From an optimization exercise on the open Yosys and OpenROAD flow, aimed at small area, a short achievable clock period and few clock cycles per item; shortcuts taken in it are not production practice. Function was checked by simulation only, so behaviour that the tests miss may differ from the original. Power figures rest on the tool's default switching activity, not on a simulated workload.

## job 9034
// fp_add_unit
module fp_add_unit
(
  input  logic        clk_i,
  input  logic        rst_n_i,
  input  logic [31:0] op_a_i,
  input  logic [31:0] op_b_i,
  input  logic        op_i,
  input  logic        valid_i,
  output logic [35:0] result_o
);
  logic        sa, sb;
  logic [7:0]  ea, eb;
  logic        a_ge, a_max, b_max, e_lt;
  logic [7:0]  d_ab, d_ba;
  assign sa = op_a_i[31];
  assign sb = op_b_i[31] ^ op_i;
  assign ea = op_a_i[30:23];
  assign eb = op_b_i[30:23];
  assign a_ge  = op_a_i[30:0] >= op_b_i[30:0];
  assign a_max = &ea;
  assign b_max = &eb;
  assign {e_lt, d_ab} = {1'b0, ea} - {1'b0, eb};
  assign d_ba         = eb - ea;
  logic        v1q, nan1q, inf1q, sign1q, sub1q, age1q, ha1q, hb1q;
  logic [7:0]  e1q, d1q;
  logic [22:0] fa1q, fb1q;
  always_ff @(posedge clk_i) begin
    if (!rst_n_i) v1q <= 1'b0;
    else          v1q <= valid_i;
    nan1q  <= (a_max & |op_a_i[22:0]) | (b_max & |op_b_i[22:0]) |
              (a_max & b_max & (sa ^ sb));
    inf1q  <= a_max | b_max;
    sign1q <= a_ge ? sa : sb;
    sub1q  <= sa ^ sb;
    age1q  <= a_ge;
    e1q    <= e_lt ? eb : ea;
    d1q    <= e_lt ? d_ba : d_ab;
    ha1q   <= |ea;
    hb1q   <= |eb;
    fa1q   <= op_a_i[22:0];
    fb1q   <= op_b_i[22:0];
  end
  logic [23:0] mb, ms;
  logic [24:0] y2;
  logic        sticky2;
  assign mb = age1q ? {ha1q, fa1q} : {hb1q, fb1q};
  assign ms = age1q ? {hb1q, fb1q} : {ha1q, fa1q};
  assign y2 = (d1q > 8'd24) ? 25'd0 : ({ms, 1'b0} >> d1q[4:0]);
  always_comb begin
    sticky2 = 1'b0;
    for (int j = 0; j < 24; j++)
      if (ms[j] && (d1q >= 8'(j + 2)) && (d1q <= 8'(j + 24)))
        sticky2 = 1'b1;
  end
  logic        v2q, nan2q, inf2q, sign2q, sub2q, cin2q;
  logic [7:0]  e2q;
  logic [23:0] mb2q;
  logic [24:0] y2q;
  always_ff @(posedge clk_i) begin
    if (!rst_n_i) v2q <= 1'b0;
    else          v2q <= v1q;
    nan2q  <= nan1q;
    inf2q  <= inf1q;
    sign2q <= sign1q;
    sub2q  <= sub1q;
    e2q    <= e1q;
    mb2q   <= mb;
    y2q    <= y2 ^ {25{sub1q}};
    cin2q  <= sub1q & ~sticky2;
  end
  logic [25:0] r3;
  assign r3 = {1'b0, mb2q, cin2q} + {sub2q, y2q};
  logic        v3q, nan3q, inf3q, sign3q;
  logic [7:0]  e3q;
  logic [25:0] r3q;
  always_ff @(posedge clk_i) begin
    if (!rst_n_i) v3q <= 1'b0;
    else          v3q <= v2q;
    nan3q  <= nan2q;
    inf3q  <= inf2q;
    sign3q <= sign2q;
  ...
Size: about 1400 cells after synthesis, roughly 100 I/O pins, ~0.012 sq mm of cells after synthesis.
export LEC_CHECK = 0
export CAP_MARGIN = 20
export CORE_MARGIN = 2
export CORE_UTILIZATION = 40
export SETUP_SLACK_MARGIN = 2.9
export SLEW_MARGIN = 20
create_clock -name core_clock -period 5.5 [get_ports {clk_i}]
standard.sh (not shown) runs the stock make flow with config.mk's settings and CLKGATE_MAP_FILE= SYNTH_SCRIPT=/design/flow/synth_recipe.tcl, a recipe that flattens the netlist after the stock synthesis.
==> flow/flow/run.sh <==
#!/bin/bash
# The standard layout, with two changes passed to the ORFS scripts through
# their environment: port buffers are plain buffers instead of the resizer's
# default pick (a delay cell), and clock tree synthesis adds no dummy loads.
set -euo pipefail
export BUFFER_PORTS_ARGS="-buffer_cell sky130_fd_sc_hd__buf_1"
export CTS_ARGS="-sink_clustering_enable -repair_clock_nets -dont_use_dummy_load -sink_clustering_size 40 -buf_list \"sky130_fd_sc_hd__clkbuf_8\""
bash standard.sh > standard.log 2>&1
The flow did not stop early for job 9034: all stages ran, and the layout cleared the timing, DRC and antenna checks.
Testbench counts of job 9034, summed over its fixed seeds: cycles 16,032, items 16,000.
Edits applied to the flow inputs when going from job 9034 to job 9584:
# job 9034
export LEC_CHECK = 0
export CAP_MARGIN = 20
export CORE_MARGIN = 2
export CORE_UTILIZATION = 40
export SETUP_SLACK_MARGIN = 2.9
export SLEW_MARGIN = 20
create_clock -name core_clock -period 5.5 [get_ports {clk_i}]
# job 9584
export LEC_CHECK = 0
export ABC_AREA = 1
export ABC_CLOCK_PERIOD_IN_PS = 2800
export CAP_MARGIN = 20
export CORE_MARGIN = 2
export CORE_UTILIZATION = 40
export SETUP_SLACK_MARGIN = 2.7
export SLEW_MARGIN = 20
create_clock -name core_clock -period 5.5 [get_ports {clk_i}]
==> flow/run.sh (new file) <==
#!/bin/bash
# synth_recipe.tcl (not shown) runs the flow's synth.tcl, then flattens the netlist and writes it again
# the make line also repeats each setting of config.mk as NAME=value (left out here)
make -C /OpenROAD-flow-scripts/flow DESIGN_CONFIG=/design/flow/config.mk WORK_HOME=/design/flow/orfs CLKGATE_MAP_FILE= SYNTH_SCRIPT=/design/flow/synth_recipe.tcl finish
removed: flow/flow/run.sh
removed: flow/standard.sh
==> run notes <==
Looking at first element of the critical path, the op_a_i[1] result is from job 9034; the op_b_i[23] one comes from job 9584.
Job 9034 -> job 9584: clock insertion delay at the later pin of the skew report flat
Min multi-input combinational cell area across job 9034 and job 9584: job 9584
Job 9584 gives less non-clock buffer count than job 9034 did.
| clock period minus worst slack | lower: job 9034 |
Delta (job 9584 minus job 9034): wire length picked up an extra 3.9 mm; maximum clock skew at final layout lost 0.044 ns.
> inputs changed (job 9584 -> job 1372)
# job 9584
export LEC_CHECK = 0
export ABC_AREA = 1
export ABC_CLOCK_PERIOD_IN_PS = 2800
export CAP_MARGIN = 20
export CORE_MARGIN = 2
export CORE_UTILIZATION = 40
export SETUP_SLACK_MARGIN = 2.7
export SLEW_MARGIN = 20
create_clock -name core_clock -period 5.5 [get_ports {clk_i}]
# job 1372
export LEC_CHECK = 0
export CAP_MARGIN = 20
export CORE_MARGIN = 2
export CORE_UTILIZATION = 40
export SETUP_SLACK_MARGIN = 2.3
export SLEW_MARGIN = 20
create_clock -name core_clock -period 5.5 [get_ports {clk_i}]
==> flow/flow/run.sh (new file) <==
#!/bin/bash
# The standard layout, with two changes passed to the ORFS scripts through
# their environment: port buffers are plain buffers instead of the resizer's
# default pick (a delay cell), and clock tree synthesis adds no dummy loads.
set -euo pipefail
export BUFFER_PORTS_ARGS="-buffer_cell sky130_fd_sc_hd__buf_1"
export CTS_ARGS="-sink_clustering_enable -repair_clock_nets -dont_use_dummy_load -sink_clustering_size 40 -buf_list \"sky130_fd_sc_hd__clkbuf_8\""
bash standard.sh > standard.log 2>&1
==> flow/standard.sh (new file) <==
#!/bin/bash
# synth_recipe.tcl (not shown) runs the flow's synth.tcl, then flattens the netlist and writes it again
# the make line also repeats each setting of config.mk as NAME=value (left out here)
make -C /OpenROAD-flow-scripts/flow DESIGN_CONFIG=/design/flow/config.mk WORK_HOME=/design/flow/orfs CLKGATE_MAP_FILE= SYNTH_SCRIPT=/design/flow/synth_recipe.tcl "${@:-finish}"
removed: flow/run.sh
--- outcome ---
- For count of unique library cells instantiated by Yosys, dividing the value from job 1372 by the value from job 9584 gives 1.8.
- Reported for job 9584 and job 1372, final antenna-violating net count turned out identical to the last digit.
- The final antenna diode count of job 1372 is lower than that of job 9584.
- Job 1372 leaves less setup margin than job 9584.
- Changes observed in job 1372 relative to job 9584: area taken by flip-flops and latches about even; synthesized cell count went down about 27%; data required time at the worst endpoint down 0.03 ns; number of cells on the critical path roughly the same.
- Job 1372 ended up with f4q[6] as its termination of the worst setup path; job 9584 ended up with d1q[2].
- Of job 9584 and job 1372, the higher sequential cell area share belongs to job 1372.
Inputs modified between job 1372 and job 8513:
# job 1372
export LEC_CHECK = 0
export CAP_MARGIN = 20
export CORE_MARGIN = 2
export CORE_UTILIZATION = 40
export SETUP_SLACK_MARGIN = 2.3
export SLEW_MARGIN = 20
create_clock -name core_clock -period 5.5 [get_ports {clk_i}]
# job 8513
export LEC_CHECK = 0
export ABC_CLOCK_PERIOD_IN_PS = 2500
export CAP_MARGIN = 20
export CORE_MARGIN = 2
export CORE_UTILIZATION = 40
export SETUP_SLACK_MARGIN = 3.0
export SLEW_MARGIN = 20
create_clock -name core_clock -period 5.5 [get_ports {clk_i}]
==> flow/run.sh (new file) <==
#!/bin/bash
# synth_recipe.tcl (not shown) runs the flow's synth.tcl, then flattens the netlist and writes it again
# the make line also repeats each setting of config.mk as NAME=value (left out here)
make -C /OpenROAD-flow-scripts/flow DESIGN_CONFIG=/design/flow/config.mk WORK_HOME=/design/flow/orfs CLKGATE_MAP_FILE= SYNTH_SCRIPT=/design/flow/synth_recipe.tcl finish
removed: flow/flow/run.sh
removed: flow/standard.sh
--- outcome ---
- [compare] base=job 1372 new=job 8513: required arrival time at the worst endpoint went up; internal power went up; minimum clock period after layout lost 0.28 ns; multi-input combinational cell area +about 11%; area added between synthesis and finish increased by 19 points relative to the old numbers.
- Delta (job 8513 minus job 1372): final area went up 17%, wire length on met3 went up 230 microns.
What job 8720 does differently from job 8513 at the input level:
# job 8513
export LEC_CHECK = 0
export ABC_CLOCK_PERIOD_IN_PS = 2500
export CAP_MARGIN = 20
export CORE_MARGIN = 2
export CORE_UTILIZATION = 40
export SETUP_SLACK_MARGIN = 3.0
export SLEW_MARGIN = 20
create_clock -name core_clock -period 5.5 [get_ports {clk_i}]
# job 8720
export LEC_CHECK = 0
export CAP_MARGIN = 20
export CORE_MARGIN = 2
export CORE_UTILIZATION = 60
export SETUP_SLACK_MARGIN = 2.7
export SLEW_MARGIN = 20
create_clock -name core_clock -period 5.5 [get_ports {clk_i}]
==> flow/flow/run.sh (new file) <==
#!/bin/bash
# The standard layout, with two changes passed to the ORFS scripts through
# their environment: port buffers are plain buffers instead of the resizer's
# default pick (a delay cell), and clock tree synthesis adds no dummy loads.
set -euo pipefail
export BUFFER_PORTS_ARGS="-buffer_cell sky130_fd_sc_hd__buf_1"
export CTS_ARGS="-sink_clustering_enable -repair_clock_nets -dont_use_dummy_load -sink_clustering_size 40 -buf_list \"sky130_fd_sc_hd__clkbuf_8\""
bash standard.sh > standard.log 2>&1
==> flow/standard.sh (new file) <==
#!/bin/bash
# synth_recipe.tcl (not shown) runs the flow's synth.tcl, then flattens the netlist and writes it again
# the make line also repeats each setting of config.mk as NAME=value (left out here)
make -C /OpenROAD-flow-scripts/flow DESIGN_CONFIG=/design/flow/config.mk WORK_HOME=/design/flow/orfs CLKGATE_MAP_FILE= SYNTH_SCRIPT=/design/flow/synth_recipe.tcl "${@:-finish}"
removed: flow/run.sh
Findings:
Job 8513 → job 8720: worst setup slack lower; number of violations reported at the end of detailed-routing iteration 0 lower; global-route wire length before repair lower; worst hold slack across all endpoints lower. Die: job 8720 smaller than job 8513. Job 8720 vs job 8513 — area growth from synthesis to final layout dropped 18 points. Job 8513 → job 8720: maximum frequency shrank by 2.5%; power of the combinational group shrank by 20%; period utilization grew by 1.2 points; sum of internal, switching and leakage power shrank by 16%.
Inputs modified between job 8720 and job 369:
# job 8720
export LEC_CHECK = 0
export CAP_MARGIN = 20
export CORE_MARGIN = 2
export CORE_UTILIZATION = 60
export SETUP_SLACK_MARGIN = 2.7
export SLEW_MARGIN = 20
create_clock -name core_clock -period 5.5 [get_ports {clk_i}]
# job 369
export LEC_CHECK = 0
export ABC_CLOCK_PERIOD_IN_PS = 2800
export CAP_MARGIN = 20
export CORE_MARGIN = 2
export CORE_UTILIZATION = 40
export SETUP_SLACK_MARGIN = 2.7
export SLEW_MARGIN = 20
create_clock -name core_clock -period 5.5 [get_ports {clk_i}]
-- flow/flow/run.sh --
<<< job 8720, line 6
export BUFFER_PORTS_ARGS="-buffer_cell sky130_fd_sc_hd__buf_1"
export CTS_ARGS="-sink_clustering_enable -repair_clock_nets -dont_use_dummy_load -sink_clustering_size 40 -buf_list \"sky130_fd_sc_hd__clkbuf_8\""
>>> job 369, line 6
export BUFFER_PORTS_ARGS="-buffer_cell sky130_fd_sc_hd__buf_2"
export CTS_ARGS="-sink_clustering_enable -repair_clock_nets -dont_use_dummy_load"
Results
Changes observed in job 369 relative to job 8720: height of the die rose about 22%, proportion of power drawn by combinational gates lost 0.6 points, total cell area at the placement stage went up 2.4%, post-synth design cell area roughly the same. Changes observed in job 369 relative to job 8720: number of clock buffers in the layout -14; met1 routing resource usage after global routing lost 9.2 points.

==> what the ideal ports hide <==
How much do the figures lean on ideal ports? The routed layouts below were timed once more, with nothing changed but the port constraints. Step 1: set_driving_cell puts a clkbuf_16 on clk_i and a buf_2 on each other input, an assumption about the parent block. Step 2, shift: input delay + t, output delay - t, t = (earliest + latest rising clock arrival at the registers) / 2. This alone moves slack from input paths to output paths. a / b / c = ideal / step 1 / step 2; a / b = the first two.
run | t, ns | setup slack, ns | worst hold slack (ns)
job 9034 | 0.559 | 2.794 / 2.795 / 2.235 | 0.303 / 0.303 / 0.303
job 9584 | 0.585 | 2.757 / 2.786 / 2.201 | 0.321 / 0.321 / 0.321
job 1372 | 0.569 | 2.503 / 2.503 / 2.091 | 0.289 / 0.289 / 0.289
job 8513 | 0.575 | 2.783 / 2.790 / 2.215 | 0.325 / 0.325 / 0.325
job 8720 | 0.542 | 2.715 / 2.735 / 2.193 | 0.305 / 0.305 / 0.305
job 369 | 0.566 | 2.746 / 2.774 / 2.208 | 0.310 / 0.310 / 0.310
After both steps every run listed still meets setup and hold. For job 8513, which loses most, drivers alone change the setup slack by +0.007 ns; drivers and shift together by -0.568 ns.
